From an optimization exercise on the open Yosys and OpenROAD flow, aimed at a short achievable clock period and few clock cycles; shortcuts taken in it are not production practice.
In this exercise RTL edits were held to simulation tests only and were not proved equivalent to the original.
No activity file was given, so power comes from the tool's default toggle rates.

$ cat flow/config.mk
export PLATFORM = sky130hd
export DESIGN_NAME = cpu_top
export DESIGN_NICKNAME = cpu_top
export VERILOG_FILES = /design/flow/design.v
export SDC_FILE = /design/flow/constraint.sdc
export NUM_CORES = 4
export LEC_CHECK = 0
export ABC_CLOCK_PERIOD_IN_PS = 2500
export CAP_MARGIN = 20
export CORE_MARGIN = 2
export CORE_UTILIZATION = 45
export SETUP_SLACK_MARGIN = 5
export SLEW_MARGIN = 20
export TNS_END_PERCENT = 20
$ cat flow/constraint.sdc
create_clock -name core_clock -period 10.0 [get_ports {clk}]
set_input_delay 2.0000 -clock core_clock [delete_from_list [all_inputs] [get_ports {clk}]]
set_output_delay 2.0000 -clock core_clock [all_outputs]
set_load 0.01 [all_outputs]
$ cat flow/design.v
`timescale 1ns/1ps
`default_nettype none
package cpu_pkg;
    typedef enum logic [3:0] {
        OP_ADD  = 4'b0000,
        OP_SUB  = 4'b0001,
        OP_AND  = 4'b0010,
        OP_OR   = 4'b0011,
        OP_XOR  = 4'b0100,
        OP_NOT  = 4'b0101,
        OP_SLA  = 4'b0110,
        OP_SRA  = 4'b0111,
        OP_LI   = 4'b1000,
        OP_LW   = 4'b1001,
        OP_SW   = 4'b1010,
        OP_BIZ  = 4'b1011,
        OP_BNZ  = 4'b1100,
        OP_HALT = 4'b1101,   
        OP_JMP  = 4'b1110,
        OP_RSVD = 4'b1111    
    } opcode_t;
endpackage
`default_nettype wire
`timescale 1ns/1ps
`default_nettype none
module cpu_control #(
    parameter int PF_AHEAD = 24      
) (
    input  logic                   clk,
    input  logic                   rst,
    input  logic                   mem_req_ready,
    input  logic [16-1:0] mem_rdata,
    output logic [8-1:0] mem_addr,
    output logic [16-1:0] mem_wdata,
    output logic                   mem_we,
    output logic                   mem_req_valid,
    output logic                   halted,
    output logic                   rf_we,
    output logic [3:0]             rf_waddr,
    output logic [16-1:0] rf_wdata,
    output logic                   rf_wzero,
    output logic [3:0]             rf_ra1,
    output logic [3:0]             rf_ra2,
    output logic [3:0]             rf_ra3,
    input  logic [16-1:0] rf_rd1,
    input  logic [16-1:0] rf_rd2,
    input  logic [16-1:0] rf_rd3,
    input  logic [16-1:0] rf_zflags,
    output logic [3:0]             alu_op,
    output logic [7:0]             alu_imm,
    output logic [16-1:0] alu_a,
    output logic [16-1:0] alu_b,
    input  logic [16-1:0] alu_res,
    input  logic                   alu_zero,
    output logic                   ic_fill,
    output logic [8-1:0] ic_fill_addr,
    output logic                   ic_swap,
    output logic [8-1:0] ic_swap_addr,
    output logic [8-1:0] ic_swap_nxt,
    output logic [8-1:0] ic_swap_alt,
    output logic                   ic_swap_pred,
    output logic [8-1:0] ic_a_addr,
    input  logic                   ic_a_hit,
    input  logic [16-1:0] ic_a_word,
    input  logic [8-1:0] ic_a_nxt,
    input  logic [8-1:0] ic_a_alt,
    input  logic                   ic_a_pred,
    output logic [8-1:0] ic_b_addr,
    input  logic                   ic_b_hit,
    input  logic [16-1:0] ic_b_word,
    input  logic [8-1:0] ic_b_nxt,
    input  logic [8-1:0] ic_b_alt,
    input  logic                   ic_b_pred,
    output logic [8-1:0] ic_d_addr,
    input  logic                   ic_d_hit,
    input  logic [16-1:0] ic_d_word,
    input  logic [8-1:0] ic_d_nxt,
    input  logic [8-1:0] ic_d_alt,
    input  logic                   ic_d_pred,
    output logic [8-1:0] ic_c_addr,
    input  logic                   ic_c_hit,
    output logic                   dc_wr_en,
    output logic [8-1:0] dc_wr_addr,
    output logic [16-1:0] dc_wr_data,
    output logic [8-1:0] dc_rd_addr,
    input  logic                   dc_hit,
    input  logic [16-1:0] dc_rd_data
);
    logic                   req_valid;
    logic [8-1:0] req_addr;
    logic                   req_we;
    logic                   req_ld;
    logic [16-1:0] sdata;       
    logic [8-1:0] pc;          
    logic [8-1:0] pc1;         
    logic                   ir_valid;    
    logic [16-1:0] ir_word;
    logic [8-1:0] ir_nxt;      
    logic [8-1:0] ir_alt;      
    logic                   ir_pred;     
    logic                   ir_mem;      
    logic [3:0]             ir_d_st;     
    logic                   ld_wait;     
    logic                   halt_r;
    logic [8-1:0] fpc;         
    logic [3:0]             ex_op;
    logic [3:0]             ex_d;        
    logic [7:0]             ex_imm;
    logic                   ex_valid;
    logic [16-1:0] opa;
    logic [16-1:0] opb;
    logic                   port_free;   
    logic                   req_fetch;
    logic                   fill;
    logic                   load_done;
    logic [8-1:0] m_tgt;
    logic [8-1:0] m_tgt1;
    logic                   m_pred;
    logic                   e_pred;
    logic [8-1:0] e_nxt;
    logic [8-1:0] e_alt;
    logic [8-1:0] e_nxt1;
    logic [8-1:0] e_alt1;
    logic [3:0]             w_op;
    logic [3:0]             w_d;
    logic                   avail;
    logic                   needs_port;
    logic                   issue;
    logic                   issue_a;
    logic                   issue_b;
    logic                   wb_valid;
    logic [16-1:0] wb_data;
    logic                   wb_zero;
    logic [8-1:0] wb_addr;
    logic                   fw;
    logic [16-1:0] fw_data;
    logic                   fw_zero;
    logic [1:0]             mq_cnt;
    logic                   mq0_ld;
    logic [8-1:0] mq0_addr;
    logic [16-1:0] mq0_data;
    logic                   mq1_ld;
    logic [8-1:0] mq1_addr;
    logic [16-1:0] mq1_data;
    logic                   enq;         
    logic                   mo_avail;    
    logic                   mo_ld;
    logic [8-1:0] mo_addr;
    logic [16-1:0] mo_data;
    logic                   byp_nxt;
    logic                   byp_alt;
    logic                   is_sw;
    logic                   is_ld;
    logic                   is_halt;
    logic                   is_cond;
    logic                   d_zero;
    logic [8-1:0] pc2;
    logic [8-1:0] nxt1;
    logic [8-1:0] alt1;
    logic                   byp_a;       
    logic                   byp_b;       
    logic                   byp_d;       
    logic [16-1:0] st_data;
    logic                   ld_miss;
    logic [8-1:0] pf_dist;
    logic                   pf_in;       
    logic                   pf_out;      
    logic [1:0]             taken;
    logic [1:0]             pred_ok;
    logic [8-1:0] n_pc   [2];
    logic [8-1:0] n_pc1  [2];
    logic [1:0]             n_hit;
    logic [1:0]             n_byp;
    logic [1:0]             f_valid;     
    logic [8-1:0] f_addr [2];
    logic [1:0]             f_we;
    logic [1:0]             f_ld;
    logic [8-1:0] f_fpc  [2];
    logic [8-1:0] b_fpc;       
    assign mem_req_valid = req_valid;
    assign mem_addr      = req_addr;
    assign mem_we        = req_we;
    assign mem_wdata     = sdata;
    assign halted        = halt_r;
    assign port_free = !req_valid | mem_req_ready;
    assign req_fetch = req_valid & !req_we & !req_ld;
    assign fill      = req_fetch & mem_req_ready;
    assign load_done = req_valid & req_ld & mem_req_ready;
    assign ic_fill      = fill;
    assign ic_fill_addr = req_addr;
    assign w_op    = ir_word[15:12];
    assign w_d     = ir_word[11:8];
    assign is_sw   = (w_op == cpu_pkg::OP_SW);
    assign is_ld   = (w_op == cpu_pkg::OP_LW);
    assign is_halt = (w_op == cpu_pkg::OP_HALT);
    assign is_cond = (w_op == cpu_pkg::OP_BIZ) || (w_op == cpu_pkg::OP_BNZ);
    assign avail      = ir_valid & !ld_wait & !halt_r;
    assign needs_port = (is_ld & !dc_hit) | is_sw | is_halt;
    assign issue_a    = avail & !(is_sw | is_ld | is_halt);
    assign issue_b    = avail & (is_sw | is_ld) & (mq_cnt != 2'd2) & !(is_sw & wb_valid);
    assign issue      = issue_a | issue_b;
    assign ld_miss    = is_ld & !dc_hit;
    assign d_zero = (fw && ex_d == w_d) ? fw_zero : rf_zflags[w_d];
    assign taken[1]   = (w_op == cpu_pkg::OP_BIZ) || (w_op == cpu_pkg::OP_JMP);
    assign taken[0]   = (w_op == cpu_pkg::OP_BNZ) || (w_op == cpu_pkg::OP_JMP);
    assign pc2        = pc1 + 1'b1;
    assign nxt1       = ir_nxt + 1'b1;
    assign alt1       = ir_alt + 1'b1;
    assign m_tgt  = pc1 + ir_word[7:0];
    assign m_tgt1 = pc2 + ir_word[7:0];
    assign m_pred = (w_op == cpu_pkg::OP_JMP) || (w_op == cpu_pkg::OP_BNZ) ||
                    (w_op == cpu_pkg::OP_BIZ && ir_word[7]);
    assign e_pred = ir_mem ? m_pred : ir_pred;
    assign e_nxt  = !ir_mem ? ir_nxt : m_pred ? m_tgt  : pc1;
    assign e_alt  = !ir_mem ? ir_alt : m_pred ? pc1    : m_tgt;
    assign e_nxt1 = !ir_mem ? nxt1   : m_pred ? m_tgt1 : pc2;
    assign e_alt1 = !ir_mem ? alt1   : m_pred ? pc2    : m_tgt1;
    assign pred_ok[1] = (taken[1] == e_pred);
    assign pred_ok[0] = (taken[0] == e_pred);
    assign ic_a_addr = ir_nxt;
    assign ic_b_addr = ir_alt;
    assign ic_d_addr = pc;
    assign ic_c_addr = fpc;
    assign byp_d     = req_fetch && req_addr == pc;
    assign byp_nxt = !ir_mem ? (req_addr == ir_nxt) : (!m_pred && req_addr == pc1);
    assign byp_alt = !ir_mem ? (req_addr == ir_alt) : ( m_pred && req_addr == pc1);
    always_comb begin
        for (int z = 0; z < 2; z++) begin
            n_pc[z]  = pred_ok[z] ? e_nxt  : e_alt;
            n_pc1[z] = pred_ok[z] ? e_nxt1 : e_alt1;
            n_hit[z] = !ir_mem && (pred_ok[z] ? ic_a_hit : ic_b_hit);
            n_byp[z] = req_fetch && (pred_ok[z] ? byp_nxt : byp_alt);
        end
    end
    assign ic_swap      = issue & is_cond & ic_d_hit & !(d_zero ? pred_ok[1] : pred_ok[0]);
    assign ic_swap_addr = pc;
    assign ic_swap_nxt  = e_alt;
    assign ic_swap_alt  = e_nxt;
    assign ic_swap_pred = !e_pred;
    assign alu_op   = ex_op;
    assign alu_imm  = ex_imm;
    assign alu_a    = opa;
    assign alu_b    = opb;
    assign rf_waddr = ex_d;
    assign rf_we    = ex_valid | wb_valid;
    assign rf_wdata = ex_valid ? alu_res : wb_data;
    assign rf_wzero = ex_valid ? alu_zero : wb_zero;
    assign fw       = ex_valid | wb_valid;
    assign fw_data  = ex_valid ? alu_res : wb_data;
    assign fw_zero  = ex_valid ? alu_zero : wb_zero;
    always_ff @(posedge clk or negedge rst) begin
        if (!rst) begin
            wb_valid <= 1'b0;
        end else begin
            wb_valid <= load_done;
        end
    end
    always_ff @(posedge clk) begin
        if (load_done) begin
            wb_data <= mem_rdata;
            wb_zero <= (mem_rdata == '0);
            wb_addr <= req_addr;
        end
    end
    assign rf_ra1  = ir_word[7:4];
    assign rf_ra2  = ir_word[3:0];
    assign rf_ra3  = ir_d_st;
    assign st_data = (fw && ex_d == ir_d_st) ? fw_data : rf_rd3;
    assign dc_rd_addr = ir_word[7:0];
    assign dc_wr_en   = wb_valid | (issue & is_sw);
    assign dc_wr_addr = wb_valid ? wb_addr : ir_word[7:0];
    assign dc_wr_data = wb_valid ? wb_data : st_data;
    assign pf_dist = fpc - pc;
    always_ff @(posedge clk or negedge rst) begin
        if (!rst) begin
            pf_in  <= 1'b0;
            pf_out <= 1'b0;
        end else begin
            pf_in  <= (pf_dist != '0) && (pf_dist <= PF_AHEAD);
            pf_out <= (pf_dist == '0) || pf_dist[8-1];
        end
    end
    always_comb begin
        for (int z = 0; z < 2; z++) begin
            f_valid[z] = 1'b0;
            f_addr[z]  = req_addr;
            f_we[z]    = 1'b0;
            f_ld[z]    = 1'b0;
            f_fpc[z]   = fpc;
            if (halt_r) begin
                f_valid[z] = 1'b0;
            end else if (avail && is_halt) begin
                f_valid[z] = 1'b0;
            end else if (issue && !n_hit[z] && !n_byp[z] &&
                         !(ir_mem && taken[z] && ir_word[7])) begin
                f_valid[z] = 1'b1;
                f_addr[z]  = n_pc[z];
                f_fpc[z]   = n_pc1[z];
            end else if (!ir_valid && !byp_d) begin
                f_valid[z] = !ic_d_hit;
                f_addr[z]  = pc;
                f_fpc[z]   = ic_d_hit ? fpc : pc1;
            end else if (pf_in && !ic_c_hit) begin
                f_valid[z] = 1'b1;
                f_addr[z]  = fpc;
                f_fpc[z]   = fpc + 1'b1;
            end else if (pf_in) begin
                f_fpc[z]   = fpc + 1'b1;
            end else if (pf_out) begin
                f_fpc[z]   = pc1;
            end
        end
    end
    assign enq      = issue & (is_sw | ld_miss);
    assign mo_avail = (mq_cnt != 2'd0) | enq;
    assign mo_ld    = (mq_cnt != 2'd0) ? mq0_ld   : ld_miss;
    assign mo_addr  = (mq_cnt != 2'd0) ? mq0_addr : ir_word[7:0];
    assign mo_data  = (mq_cnt != 2'd0) ? mq0_data : st_data;
    always_ff @(posedge clk or negedge rst) begin
        if (!rst) begin
            mq_cnt <= 2'd0;
        end else begin
            case (mq_cnt)
                2'd0:    if (enq && !port_free) mq_cnt <= 2'd1;
                2'd1:    if (port_free) mq_cnt <= enq ? 2'd1 : 2'd0;
                         else if (enq)  mq_cnt <= 2'd2;
                default: if (port_free) mq_cnt <= 2'd1;
            endcase
        end
    end
    always_ff @(posedge clk) begin
        if (port_free && mq_cnt != 2'd0) begin
            if (mq_cnt == 2'd2) begin
                mq0_ld   <= mq1_ld;
                mq0_addr <= mq1_addr;
                mq0_data <= mq1_data;
            end else begin
                mq0_ld   <= ld_miss;
                mq0_addr <= ir_word[7:0];
                mq0_data <= st_data;
            end
        end else if (!port_free && mq_cnt == 2'd0) begin
            mq0_ld   <= ld_miss;
            mq0_addr <= ir_word[7:0];
            mq0_data <= st_data;
        end
        if (!port_free && mq_cnt == 2'd1) begin
            mq1_ld   <= ld_miss;
            mq1_addr <= ir_word[7:0];
            mq1_data <= st_data;
        end
    end
    always_comb begin
        if (pf_in && ic_c_hit)
            b_fpc = fpc + 1'b1;
        else if (pf_out)
            b_fpc = pc1;
        else
            b_fpc = fpc;
    end
    always_ff @(posedge clk or negedge rst) begin
        if (!rst) begin
            req_valid <= 1'b1;
            req_addr  <= '0;
            req_we    <= 1'b0;
            req_ld    <= 1'b0;
            pc        <= '0;
            pc1       <= 8'd1;
            fpc       <= 8'd1;
            ir_valid  <= 1'b0;
            ld_wait   <= 1'b0;
            ex_valid  <= 1'b0;
            halt_r    <= 1'b0;
        end else begin
            if (port_free && mo_avail && !halt_r) begin
                req_valid <= 1'b1;
                req_addr  <= mo_addr;
                req_we    <= !mo_ld;
                req_ld    <= mo_ld;
                fpc       <= b_fpc;
            end else if (port_free) begin
                req_valid <= d_zero ? f_valid[1] : f_valid[0];
                req_addr  <= d_zero ? f_addr[1]  : f_addr[0];
                req_we    <= d_zero ? f_we[1]    : f_we[0];
                req_ld    <= d_zero ? f_ld[1]    : f_ld[0];
                fpc       <= d_zero ? f_fpc[1]   : f_fpc[0];
            end else begin
                fpc       <= b_fpc;
            end
            if (issue) begin
                pc       <= d_zero ? n_pc[1]  : n_pc[0];
                pc1      <= d_zero ? n_pc1[1] : n_pc1[0];
                ir_valid <= d_zero ? (n_hit[1] | (fill & n_byp[1]))
                                   : (n_hit[0] | (fill & n_byp[0]));
            end else if (!ir_valid) begin
                ir_valid <= ic_d_hit | (fill & byp_d);
            end
            ld_wait  <= (issue & ld_miss) | (ld_wait & !load_done);
            ex_valid <= issue & (!w_op[3] | (w_op == cpu_pkg::OP_LI) | (is_ld & dc_hit));
            halt_r   <= halt_r | (avail & is_halt & (mq_cnt == 2'd0) & port_free);
        end
    end
    logic [1:0] take_a;      
    logic [1:0] take_b;
    logic       sel_a;
    logic       sel_b;
    assign take_a[1] = !ir_mem & pred_ok[1] & ic_a_hit;
    assign take_a[0] = !ir_mem & pred_ok[0] & ic_a_hit;
    assign take_b[1] = !ir_mem & !pred_ok[1] & ic_b_hit;
    assign take_b[0] = !ir_mem & !pred_ok[0] & ic_b_hit;
    assign sel_a     = d_zero ? take_a[1] : take_a[0];
    assign sel_b     = d_zero ? take_b[1] : take_b[0];
    always_ff @(posedge clk or negedge rst) begin
        if (!rst) begin
            ir_word <= '0;
            ir_nxt  <= '0;
            ir_alt  <= '0;
            ir_pred <= 1'b0;
            ir_mem  <= 1'b0;
        end else if (issue) begin
            ir_word <= (sel_a | sel_b) ? (sel_a ? ic_a_word : ic_b_word) : mem_rdata;
            ir_nxt  <= sel_a ? ic_a_nxt  : ic_b_nxt;
            ir_alt  <= sel_a ? ic_a_alt  : ic_b_alt;
            ir_pred <= sel_a ? ic_a_pred : ic_b_pred;
            ir_mem  <= !(sel_a | sel_b);
        end else if (!ir_valid) begin
            ir_word <= ic_d_hit ? ic_d_word : mem_rdata;
            ir_nxt  <= ic_d_nxt;
            ir_alt  <= ic_d_alt;
            ir_pred <= ic_d_pred;
            ir_mem  <= !ic_d_hit;
        end
    end
    always_ff @(posedge clk) begin
        if (issue)
            ir_d_st <= (sel_a | sel_b) ? (sel_a ? ic_a_word[11:8] : ic_b_word[11:8]) : mem_rdata[11:8];
        else if (!ir_valid)
            ir_d_st <= ic_d_hit ? ic_d_word[11:8] : mem_rdata[11:8];
    end
    always_ff @(posedge clk) begin
        ex_op  <= w_op;
        ex_imm <= ir_word[7:0];
        opa    <= (fw && ex_d == ir_word[7:4]) ? fw_data : rf_rd1;
        if (is_ld)
            opb <= dc_rd_data;
        else
            opb <= (fw && ex_d == ir_word[3:0]) ? fw_data : rf_rd2;
    end
    always_ff @(posedge clk or negedge rst) begin
        if (!rst) begin
            ex_d  <= '0;
            sdata <= '0;
        end else begin
            if (issue) ex_d <= w_d;
            if (port_free) sdata <= mo_data;
        end
    end
endmodule
`default_nettype wire
`timescale 1ns/1ps
`default_nettype none
module cpu_fetch_unit #(
    parameter int IDX_W = 5
) (
    input  logic                   clk,
    input  logic                   rst,
    input  logic                   fill,
    input  logic [8-1:0] fill_addr,
    input  logic [16-1:0] fill_data,
    input  logic                   swap,
    input  logic [8-1:0] swap_addr,
    input  logic [8-1:0] swap_nxt,
    input  logic [8-1:0] swap_alt,
    input  logic                   swap_pred,
    input  logic [8-1:0] a_addr,
    output logic                   a_hit,
    output logic [16-1:0] a_word,
    output logic [8-1:0] a_nxt,
    output logic [8-1:0] a_alt,
    output logic                   a_pred,
    input  logic [8-1:0] b_addr,
    output logic                   b_hit,
    output logic [16-1:0] b_word,
    output logic [8-1:0] b_nxt,
    output logic [8-1:0] b_alt,
    output logic                   b_pred,
    input  logic [8-1:0] d_addr,
    output logic                   d_hit,
    output logic [16-1:0] d_word,
    output logic [8-1:0] d_nxt,
    output logic [8-1:0] d_alt,
    output logic                   d_pred,
    input  logic [8-1:0] c_addr,
    output logic                   c_hit
);
    localparam int N     = 1 << IDX_W;
    localparam int TAG_W = 8 - IDX_W;
    logic [16-1:0] words [N];
    logic [TAG_W-1:0]       tags  [N];
    logic [8-1:0] nxts  [N];
    logic [8-1:0] alts  [N];
    logic [N-1:0]           preds;
    logic [N-1:0]           valid;
    logic                   fr_valid;
    logic [8-1:0] fr_addr;
    logic [16-1:0] fr_word;
    logic [3:0]             fr_op;
    logic [8-1:0] fr_seq;
    logic [8-1:0] fr_target;
    logic                   fr_pred;
    logic [8-1:0] fr_nxt;
    logic [8-1:0] fr_alt;
    logic                   sw_valid;
    logic [8-1:0] sw_addr;
    logic [8-1:0] sw_nxt;
    logic [8-1:0] sw_alt;
    logic                   sw_pred;
    logic [IDX_W-1:0]       fi;
    logic [IDX_W-1:0]       si;
    logic [IDX_W-1:0]       ai;
    logic [IDX_W-1:0]       bi;
    logic [IDX_W-1:0]       di;
    logic [IDX_W-1:0]       ci;
    always_ff @(posedge clk or negedge rst) begin
        if (!rst) begin
            fr_valid <= 1'b0;
            sw_valid <= 1'b0;
        end else begin
            fr_valid <= fill;
            sw_valid <= swap && !(fr_valid && fr_addr[IDX_W-1:0] == swap_addr[IDX_W-1:0]);
        end
    end
    always_ff @(posedge clk) begin
        if (swap) begin
            sw_addr <= swap_addr;
            sw_nxt  <= swap_nxt;
            sw_alt  <= swap_alt;
            sw_pred <= swap_pred;
        end
    end
    always_ff @(posedge clk) begin
        if (fill) begin
            fr_addr <= fill_addr;
            fr_word <= fill_data;
        end
    end
    assign fr_op     = fr_word[15:12];
    assign fr_seq    = fr_addr + 1'b1;
    assign fr_target = fr_seq + fr_word[7:0];
    assign fr_pred   = (fr_op == cpu_pkg::OP_JMP) || (fr_op == cpu_pkg::OP_BNZ) ||
                       (fr_op == cpu_pkg::OP_BIZ && fr_word[7]);
    assign fr_nxt    = fr_pred ? fr_target : fr_seq;
    assign fr_alt    = fr_pred ? fr_seq : fr_target;
    assign fi = fr_addr[IDX_W-1:0];
    assign si = sw_addr[IDX_W-1:0];
    assign ai = a_addr[IDX_W-1:0];
    assign bi = b_addr[IDX_W-1:0];
    assign di = d_addr[IDX_W-1:0];
    assign ci = c_addr[IDX_W-1:0];
    always_ff @(posedge clk or negedge rst) begin
        if (!rst) begin
            valid <= '0;
        end else if (fr_valid) begin
            valid[fi] <= 1'b1;
        end
    end
    always_ff @(posedge clk) begin
        if (fr_valid) begin
            words[fi] <= fr_word;
            tags[fi]  <= fr_addr[8-1:IDX_W];
        end
        if (fr_valid) begin
            nxts[fi]  <= fr_nxt;
            alts[fi]  <= fr_alt;
            preds[fi] <= fr_pred;
        end
        if (sw_valid && !(fr_valid && fi == si)) begin
            nxts[si]  <= sw_nxt;
            alts[si]  <= sw_alt;
            preds[si] <= sw_pred;
        end
    end
    logic a_fr, b_fr, d_fr, c_fr;
    assign a_fr = fr_valid && fr_addr == a_addr;
    assign b_fr = fr_valid && fr_addr == b_addr;
    assign d_fr = fr_valid && fr_addr == d_addr;
    assign c_fr = fr_valid && fr_addr == c_addr;
    assign a_hit  = a_fr || (valid[ai] && tags[ai] == a_addr[8-1:IDX_W]);
    assign a_word = a_fr ? fr_word : words[ai];
    assign a_nxt  = a_fr ? fr_nxt  : nxts[ai];
    assign a_alt  = a_fr ? fr_alt  : alts[ai];
    assign a_pred = a_fr ? fr_pred : preds[ai];
    assign b_hit  = b_fr || (valid[bi] && tags[bi] == b_addr[8-1:IDX_W]);
    assign b_word = b_fr ? fr_word : words[bi];
    assign b_nxt  = b_fr ? fr_nxt  : nxts[bi];
    assign b_alt  = b_fr ? fr_alt  : alts[bi];
    assign b_pred = b_fr ? fr_pred : preds[bi];
    assign d_hit  = d_fr || (valid[di] && tags[di] == d_addr[8-1:IDX_W]);
    assign d_word = d_fr ? fr_word : words[di];
    assign d_nxt  = d_fr ? fr_nxt  : nxts[di];
    assign d_alt  = d_fr ? fr_alt  : alts[di];
    assign d_pred = d_fr ? fr_pred : preds[di];
    assign c_hit  = c_fr || (valid[ci] && tags[ci] == c_addr[8-1:IDX_W]);
endmodule
`default_nettype wire
`timescale 1ns/1ps
`default_nettype none
module cpu_regfile (
    input  logic                   clk,
    input  logic                   rst,
    input  logic                   we,
    input  logic [3:0]             waddr,
    input  logic [16-1:0] wdata,
    input  logic                   wzero,     
    input  logic [3:0]             ra1,
    input  logic [3:0]             ra2,
    input  logic [3:0]             ra3,
    output logic [16-1:0] rd1,
    output logic [16-1:0] rd2,
    output logic [16-1:0] rd3,
    output logic [16-1:0] zflags
);
    logic [16-1:0] regs [16];
    always_ff @(posedge clk or negedge rst) begin
        if (!rst) begin
            for (int i = 0; i < 16; i++) begin
                regs[i]   <= '0;
                zflags[i] <= 1'b1;
            end
        end else if (we) begin
            regs[waddr]   <= wdata;
            zflags[waddr] <= wzero;
        end
    end
    assign rd1 = regs[ra1];
    assign rd2 = regs[ra2];
    assign rd3 = regs[ra3];
endmodule
`default_nettype wire
`timescale 1ns/1ps
`default_nettype none
module cpu_execute (
    input  logic [3:0]             op,
    input  logic [7:0]             imm,
    input  logic [16-1:0] a,
    input  logic [16-1:0] b,
    output logic [16-1:0] res,
    output logic                   zero
);
    logic z_add, z_eq, z_and, z_or, z_not, z_sla, z_sra, z_li, z_b;
    assign z_add = ((a ^ b) == {a[16-2:0] | b[16-2:0], 1'b0});
    assign z_eq  = (a == b);             
    assign z_and = ((a & b) == '0);
    assign z_or  = (a == '0) && (b == '0);
    assign z_not = (a == '1);
    assign z_sla = (a[16-2:0] == '0);
    assign z_sra = (a[16-1:1] == '0);
    assign z_li  = (imm == '0);
    assign z_b   = (b == '0);            
    always_comb begin
        case (op)
            cpu_pkg::OP_ADD: res = a + b;
            cpu_pkg::OP_SUB: res = a - b;
            cpu_pkg::OP_AND: res = a & b;
            cpu_pkg::OP_OR:  res = a | b;
            cpu_pkg::OP_XOR: res = a ^ b;
            cpu_pkg::OP_NOT: res = ~a;
            cpu_pkg::OP_SLA: res = {a[16-2:0], 1'b0};
            cpu_pkg::OP_SRA: res = {a[16-1], a[16-1:1]};
            cpu_pkg::OP_LW:  res = b;
            default:         res = {{(16-8){imm[7]}}, imm};    
        endcase
    end
    assign zero = (op == cpu_pkg::OP_ADD                          && z_add) ||
                  ((op == cpu_pkg::OP_SUB || op == cpu_pkg::OP_XOR) && z_eq)  ||
                  (op == cpu_pkg::OP_AND                          && z_and) ||
                  (op == cpu_pkg::OP_OR                           && z_or)  ||
                  (op == cpu_pkg::OP_NOT                          && z_not) ||
                  (op == cpu_pkg::OP_SLA                          && z_sla) ||
                  (op == cpu_pkg::OP_SRA                          && z_sra) ||
                  (op == cpu_pkg::OP_LW                           && z_b)   ||
                  (op[3] && op != cpu_pkg::OP_LW                  && z_li);
endmodule
`default_nettype wire
`timescale 1ns/1ps
`default_nettype none
module cpu_dcache #(
    parameter int IDX_W = 4
) (
    input  logic                   clk,
    input  logic                   rst,
    input  logic                   wr_en,
    input  logic [8-1:0] wr_addr,
    input  logic [16-1:0] wr_data,
    input  logic [8-1:0] rd_addr,
    output logic                   hit,
    output logic [16-1:0] rd_data
);
    localparam int N     = 1 << IDX_W;
    localparam int TAG_W = 8 - IDX_W;
    logic [16-1:0] words [N];
    logic [TAG_W-1:0]       tags  [N];
    logic [N-1:0]           valid;
    logic                   dw_valid;
    logic [8-1:0] dw_addr;
    logic [16-1:0] dw_data;
    logic                   dw_hit;
    always_ff @(posedge clk or negedge rst) begin
        if (!rst) begin
            dw_valid <= 1'b0;
            valid    <= '0;
        end else begin
            dw_valid <= wr_en;
            if (dw_valid) valid[dw_addr[IDX_W-1:0]] <= 1'b1;
        end
    end
    always_ff @(posedge clk) begin
        if (wr_en) begin
            dw_addr <= wr_addr;
            dw_data <= wr_data;
        end
        if (dw_valid) begin
            words[dw_addr[IDX_W-1:0]] <= dw_data;
            tags[dw_addr[IDX_W-1:0]]  <= dw_addr[8-1:IDX_W];
        end
    end
    assign dw_hit  = dw_valid && dw_addr == rd_addr;
    assign hit     = dw_hit ||
                     (valid[rd_addr[IDX_W-1:0]] && tags[rd_addr[IDX_W-1:0]] == rd_addr[8-1:IDX_W]);
    assign rd_data = dw_hit ? dw_data : words[rd_addr[IDX_W-1:0]];
endmodule
`default_nettype wire
`timescale 1ns/1ps
`default_nettype none
module cpu_top (
    input  logic                   clk,
    input  logic                   rst,
    output logic [8-1:0] mem_addr,
    output logic [16-1:0] mem_wdata,
    output logic                   mem_we,
    output logic                   mem_req_valid,
    input  logic                   mem_req_ready,
    input  logic [16-1:0] mem_rdata,      
    output logic                   halted
);
    logic                     rf_we;
    logic [3:0]               rf_waddr;
    logic [16-1:0]   rf_wdata;
    logic                     rf_wzero;
    logic [3:0]               rf_ra1;
    logic [3:0]               rf_ra2;
    logic [3:0]               rf_ra3;
    logic [16-1:0]   rf_rd1;
    logic [16-1:0]   rf_rd2;
    logic [16-1:0]   rf_rd3;
    logic [16-1:0] rf_zflags;
    logic [3:0]               alu_op;
    logic [7:0]               alu_imm;
    logic [16-1:0]   alu_a;
    logic [16-1:0]   alu_b;
    logic [16-1:0]   alu_res;
    logic                     alu_zero;
    logic                     ic_fill;
    logic [8-1:0]   ic_fill_addr;
    logic                     ic_swap;
    logic [8-1:0]   ic_swap_addr;
    logic [8-1:0]   ic_swap_nxt;
    logic [8-1:0]   ic_swap_alt;
    logic                     ic_swap_pred;
    logic [8-1:0]   ic_a_addr;
    logic                     ic_a_hit;
    logic [16-1:0]   ic_a_word;
    logic [8-1:0]   ic_a_nxt;
    logic [8-1:0]   ic_a_alt;
    logic                     ic_a_pred;
    logic [8-1:0]   ic_b_addr;
    logic                     ic_b_hit;
    logic [16-1:0]   ic_b_word;
    logic [8-1:0]   ic_b_nxt;
    logic [8-1:0]   ic_b_alt;
    logic                     ic_b_pred;
    logic [8-1:0]   ic_d_addr;
    logic                     ic_d_hit;
    logic [16-1:0]   ic_d_word;
    logic [8-1:0]   ic_d_nxt;
    logic [8-1:0]   ic_d_alt;
    logic                     ic_d_pred;
    logic [8-1:0]   ic_c_addr;
    logic                     ic_c_hit;
    logic                     dc_wr_en;
    logic [8-1:0]   dc_wr_addr;
    logic [16-1:0]   dc_wr_data;
    logic [8-1:0]   dc_rd_addr;
    logic                     dc_hit;
    logic [16-1:0]   dc_rd_data;
    cpu_control control_inst (
        .clk           (clk),
        .rst           (rst),
        .mem_req_ready (mem_req_ready),
        .mem_rdata     (mem_rdata),
        .mem_addr      (mem_addr),
        .mem_wdata     (mem_wdata),
        .mem_we        (mem_we),
        .mem_req_valid (mem_req_valid),
        .halted        (halted),
        .rf_we         (rf_we),
        .rf_waddr      (rf_waddr),
        .rf_wdata      (rf_wdata),
        .rf_wzero      (rf_wzero),
        .rf_ra1        (rf_ra1),
        .rf_ra2        (rf_ra2),
        .rf_ra3        (rf_ra3),
        .rf_rd1        (rf_rd1),
        .rf_rd2        (rf_rd2),
        .rf_rd3        (rf_rd3),
        .rf_zflags     (rf_zflags),
        .alu_op        (alu_op),
        .alu_imm       (alu_imm),
        .alu_a         (alu_a),
        .alu_b         (alu_b),
        .alu_res       (alu_res),
        .alu_zero      (alu_zero),
        .ic_fill       (ic_fill),
        .ic_fill_addr  (ic_fill_addr),
        .ic_swap       (ic_swap),
        .ic_swap_addr  (ic_swap_addr),
        .ic_swap_nxt   (ic_swap_nxt),
        .ic_swap_alt   (ic_swap_alt),
        .ic_swap_pred  (ic_swap_pred),
        .ic_a_addr     (ic_a_addr),
        .ic_a_hit      (ic_a_hit),
        .ic_a_word     (ic_a_word),
        .ic_a_nxt      (ic_a_nxt),
        .ic_a_alt      (ic_a_alt),
        .ic_a_pred     (ic_a_pred),
        .ic_b_addr     (ic_b_addr),
        .ic_b_hit      (ic_b_hit),
        .ic_b_word     (ic_b_word),
        .ic_b_nxt      (ic_b_nxt),
        .ic_b_alt      (ic_b_alt),
        .ic_b_pred     (ic_b_pred),
        .ic_d_addr     (ic_d_addr),
        .ic_d_hit      (ic_d_hit),
        .ic_d_word     (ic_d_word),
        .ic_d_nxt      (ic_d_nxt),
        .ic_d_alt      (ic_d_alt),
        .ic_d_pred     (ic_d_pred),
        .ic_c_addr     (ic_c_addr),
        .ic_c_hit      (ic_c_hit),
        .dc_wr_en      (dc_wr_en),
        .dc_wr_addr    (dc_wr_addr),
        .dc_wr_data    (dc_wr_data),
        .dc_rd_addr    (dc_rd_addr),
        .dc_hit        (dc_hit),
        .dc_rd_data    (dc_rd_data)
    );
    cpu_dcache dcache_inst (
        .clk     (clk),
        .rst     (rst),
        .wr_en   (dc_wr_en),
        .wr_addr (dc_wr_addr),
        .wr_data (dc_wr_data),
        .rd_addr (dc_rd_addr),
        .hit     (dc_hit),
        .rd_data (dc_rd_data)
    );
    cpu_regfile regfile_inst (
        .clk    (clk),
        .rst    (rst),
        .we     (rf_we),
        .waddr  (rf_waddr),
        .wdata  (rf_wdata),
        .wzero  (rf_wzero),
        .ra1    (rf_ra1),
        .ra2    (rf_ra2),
        .ra3    (rf_ra3),
        .rd1    (rf_rd1),
        .rd2    (rf_rd2),
        .rd3    (rf_rd3),
        .zflags (rf_zflags)
    );
    cpu_execute execute_inst (
        .op   (alu_op),
        .imm  (alu_imm),
        .a    (alu_a),
        .b    (alu_b),
        .res  (alu_res),
        .zero (alu_zero)
    );
    cpu_fetch_unit fetch_inst (
        .clk         (clk),
        .rst         (rst),
        .fill        (ic_fill),
        .fill_addr   (ic_fill_addr),
        .fill_data   (mem_rdata),
        .swap        (ic_swap),
        .swap_addr   (ic_swap_addr),
        .swap_nxt    (ic_swap_nxt),
        .swap_alt    (ic_swap_alt),
        .swap_pred   (ic_swap_pred),
        .a_addr      (ic_a_addr),
        .a_hit       (ic_a_hit),
        .a_word      (ic_a_word),
        .a_nxt       (ic_a_nxt),
        .a_alt       (ic_a_alt),
        .a_pred      (ic_a_pred),
        .b_addr      (ic_b_addr),
        .b_hit       (ic_b_hit),
        .b_word      (ic_b_word),
        .b_nxt       (ic_b_nxt),
        .b_alt       (ic_b_alt),
        .b_pred      (ic_b_pred),
        .d_addr      (ic_d_addr),
        .d_hit       (ic_d_hit),
        .d_word      (ic_d_word),
        .d_nxt       (ic_d_nxt),
        .d_alt       (ic_d_alt),
        .d_pred      (ic_d_pred),
        .c_addr      (ic_c_addr),
        .c_hit       (ic_c_hit)
    );
endmodule
`default_nettype wire
$ cat flow/flow/run.sh
#!/bin/bash
# Standard layout, with timing repair aiming well below the design's period,
# sizing free to change a cell's footprint, and port buffers that can drive
set -euo pipefail
bash standard.sh finish SETUP_SLACK_MARGIN=${MARGIN:-7.5} MATCH_CELL_FOOTPRINT=0 \
    "BUFFER_PORTS_ARGS=-buffer_cell sky130_fd_sc_hd__buf_4" > standard.log 2>&1
$ cat flow/standard.sh
#!/bin/bash
# synth_recipe.tcl (not shown) runs the flow's synth.tcl, then flattens the netlist and writes it again
# the make line also repeats each setting of config.mk as NAME=value (left out here)
make -C /OpenROAD-flow-scripts/flow DESIGN_CONFIG=/design/flow/config.mk WORK_HOME=/design/flow/orfs CLKGATE_MAP_FILE= SYNTH_SCRIPT=/design/flow/synth_recipe.tcl "${@:-finish}"
==> results.txt <==
## layer usage
metal,GRT usage,share of wire,vias up
met5,0.003734,0.00030,-
met4,0.2016,0.072,16
met3,0.1150,0.14,1952
met2,0.5357,0.43,7927
met1,0.4744,0.35,47640
li1,-,-,36980
## layout make-up
cell class	instances	area share
clock buffers	296	0.04260
well taps	3533	0.02977
diodes	11	0.0001854
flip-flops and latches	2086	0.4043
inverters	129	0.004087
repair buffers	1095	0.09108
repair inverters	1	0.00007585
multi-input cells	6006	0.4179
clock inverters	123	0.009961
## power by group
part	internal (uW)	switching (uW)	leakage, uW
combinational	12800	15800	0.0273
sequential	11200	1430	0.0205
clock	5190	3790	0.00377
total	29200	21000	0.0515
## Yosys cell counts, types with 18 or more instances
master    number  area share
a211oi_1      83      0.0052
a21o_1        34      0.0021
a21oi_1      640       0.027
a221oi_1     145       0.011
a22o_1       111      0.0081
a22oi_1      159       0.010
a31oi_1       20      0.0010
and2_1        37      0.0019
and3_1        25      0.0013
buf_1         88      0.0028
buf_2         96      0.0040
clkbuf_1     651       0.020
dfrtp_1      402       0.084
dfstp_2       19      0.0042
dfxtp_1       76       0.013
edfxtp_1    1589        0.40
ha_1          99       0.010
inv_1        124      0.0039
mux2_2        57      0.0054
mux2i_1      195       0.016
mux4_2      1224        0.23
nand2_1      789       0.025
nand2b_1      61      0.0032
nand3_1       93      0.0039
nand4_1       81      0.0042
nor2_1       755       0.024
nor2b_1       43      0.0023
nor3_1        83      0.0035
nor4_1        43      0.0023
o211ai_1      39      0.0025
o21ai_0      597       0.025
o21bai_1      18      0.0011
o221ai_1      20      0.0015
o22a_1        18      0.0013
o22ai_1       82      0.0043
xnor2_1      119      0.0087
xor2_1        84      0.0062
## logic make-up (layout without fill, tap and decap cells)
logic type	Yosys count	in the layout	share of synthesized area
simple gates	2105	2117	0.07759
flops	2086	2086	0.5009
compound gates	2095	2100	0.1095
mux	1479	1479	0.2530
other cells	0	11	0
xor+xnor	204	206	0.01503
fa+ha+maj	104	104	0.01122
buf+inv	982	1644	0.03275
## worst max-delay path by stage
stage,cells past startpoint,to,slack [ns],start
floorplan,5,control_inst.mq1_addr[0]$_DFFE_PP_,6.45,mem_req_ready
global route,16,control_inst.ir_alt[2]$_DFFE_PN0P_,5.98,control_inst.ir_nxt[0]$_DFFE_PN0P_
global placement,12,control_inst.ir_alt[0]$_DFFE_PN0P_,4.14,control_inst.ir_nxt[0]$_DFFE_PN0P_
finish,16,control_inst.ir_d_st[2]$_DFFE_PP_,6.06,control_inst.ir_nxt[0]$_DFFE_PN0P_
CTS,15,control_inst.ir_d_st[1]$_DFFE_PP_,6.13,control_inst.ir_nxt[0]$_DFFE_PN0P_
detailed placement,13,control_inst.fpc[6]$_DFFE_PN0P_,4.50,control_inst.ir_nxt[0]$_DFFE_PN0P_
## flip-flops by register name (all words and copies together), names as in the netlist, 32 cells and up
register	cells
fetch_inst.nxts	256
fetch_inst.preds	32
fetch_inst.words	512
fetch_inst.alts	256
fetch_inst.valid	32
fetch_inst.tags	96
regfile_inst.regs	256
dcache_inst.tags	64
dcache_inst.words	256
## metrics by stage
step                      worst slack, ns  power (uW)    util  hold WS (ns)  instance area [um^2]
after floorplan                     6.447       27080       -        0.3422                121500
after global placement              4.137       33550  0.4735        0.4349                125300
after detailed placement            4.500       33750  0.4737        0.4399                125400
after CTS                           6.130       47820  0.5453        0.4539                144300
after global routing                5.985       51340  0.5610        0.4637                148400
final                               6.059       50220  0.5611        0.4492                148500
## repair_timing
action	CTS	global route
gates resized for setup	1096	574
buffers inserted	473	141
setup endpoints to repair	2497	2479
gates cloned	104	32
pin swaps	220	183
==> results.tsv <==
metric	value	unit
weighted congestion at the end of routability-driven global placement	0.9396	
category of cells accounting for the largest share of critical-path delay	compound AO/OA/AOI/OAI gates	
die width	519.1	um
Hold Path Depth	1	
maximum VDD drop	0.2885	mV
commonest cells after routing, fill and taps aside	edfxtp_1, mux4_2, nand2_1	
pwr/cell area	338.3	nW/um^2
Mapped Area	119400	um^2
yosys synthesis warning count	10	
final count of pins violating max slew	0	
IO Pins	46	
number of maximum-capacitance violations	0	
half-perimeter wire length after detailed placement	271.0	mm
clock slew at reported path FFs	0.07	ns
distinct cell type count of the synthesized netlist	108	
die height	519.1	um
most common cell after layout, fill and taps aside	edfxtp_1	
Setup Viol. Count Final	0	
total clock sinks	2086	
post-layout min period	3.941	ns
per-instance average area after synthesis	13.18	um^2
Crit path arrival time	4.63	ns
Hold Path Class	reg2reg	
Final Instance Count excl. Fillers	13280	
share of flip-flops with an asynchronous set or reset after synthesis	0.2018	
Buf/Inv on CP	6	
global-route wire length before repair	695.4	mm
Tcrit/Tclk final	0.3941	
clock insertion delay at the later pin of the skew report	0.96	ns
maximum number of pins on one net before global-route repair	121	
via count of the first global-routing pass	90420	
setup repair after global routing missed its margin	yes	
Clk Tree Root Cell	clkbuf_16	
Worst Hold Endpoint	dcache_inst.valid[2]$_DFFE_PN0P_	
row count	189	
total congestion overflow	0	
maximum clock frequency	0.2537	GHz
class of the most critical setup path	reg2reg	
cell with the biggest individual delay on the critical path	mux4_2	
FF-to-FF setup slack	6.06	ns
relative slew slack	0.1880	
Critical Path Max Stage Delay	0.53	ns
clock tree from TritonCTS	yes	
sum of negative setup slack	0	ns
number of clock buffers inserted by TritonCTS	232	
Post-synth EDFFs	1589	
standard cell core area	264600	um^2
cell mode on critical path	buf_12	
Synth Instances	9055	
largest fanout of any net on the critical path	10	
transition time at the pin with the least slew margin	1.209	ns
Synth-to-Final Area Change	24.37	%
startpoint of the most critical register-to-register path	control_inst.ir_nxt[0]$_DFFE_PN0P_	
crit path cell chain	buf_12, buf_12, clkbuf_16, mux4_2, a211oi_2, a21o_1, xnor2_2, o31ai_4, nand2b_1, a21o_4, buf_12, mux2_4, buf_4, buf_6, a211oi_4, nor3_2	
Yosys reg bits	2086	
area of the die	269400	um^2
RR Endpoint	control_inst.ir_d_st[2]$_DFFE_PP_	
CTS H-tree lvls	4	
routed wire length	506.6	mm
number of design-rule violations left by the first detailed-router iteration	15730	
R2R depth	16	
DRT antenna net count	0	
main flop type after synthesis	edfxtp_1	
Post-layout nets	9674	
number of buffers on the longest clock path	4	
footprint of the flip-flops and latches	60030	um^2
leakage power	0.05149	uW
number of vias after detailed routing	94520	
routed via count divided by cell count	7.117	
sequential area share after synthesis	0.5009	
critical path required time	10.69	ns
Overall Global Routing Usage	0.3626	
starting density of the core	0.4511	
run status	timing/DRC/antenna clean	
post-detailed-route DRC marker count	0	
share of post-route cells with drive strength above 1	0.3948	
worst hold path startpoint	dcache_inst.valid[2]$_DFFE_PN0P_	
# hold bufs at CTS	0	
first-pass iteration count of the detailed router	11	
category of the worst setup path capture point	register	
cell count after placement	12090	
drt wl/cell	38.14	um
fill cell total of the finished layout	20630	
number of antenna violations at the first check in global routing	15	
area taken by multi-input logic gates	62050	um^2
clock skew after layout	0.1207	ns
Port Buffer Count	45	
number of nets in the synthesized netlist	9178	
final-report hold violation count	0	
Worst Setup Start Kind	register	
Testbench counts, summed over its fixed seeds: cycles 35,073.

[separate check: timing with driven ports]
No port has a modelled driver above. Below, the same layout with a new extraction and two added sets of constraints.
Step 1, drivers: a clkbuf_16 drives clk and a buf_2 each remaining input, both assumed.
Step 2 also shifts input and output timing later by t, the mid clock arrival at the registers, as if the neighbouring blocks saw the same clock.
Three values: ideal ports, drivers, drivers and shift; two values: the first two.
t (ns): 1.004
setup slack, ns: 6.059 / 6.059 / 6.059
latest minus earliest clock arrival (ns): 0.136 / 0.136
slew at the worst register clock pin (ns): 0.07 / 0.07
After both steps setup and hold are still met in this run. The setup slack of this run moves by 0.000 ns with the drivers and by 0.000 ns with both steps.
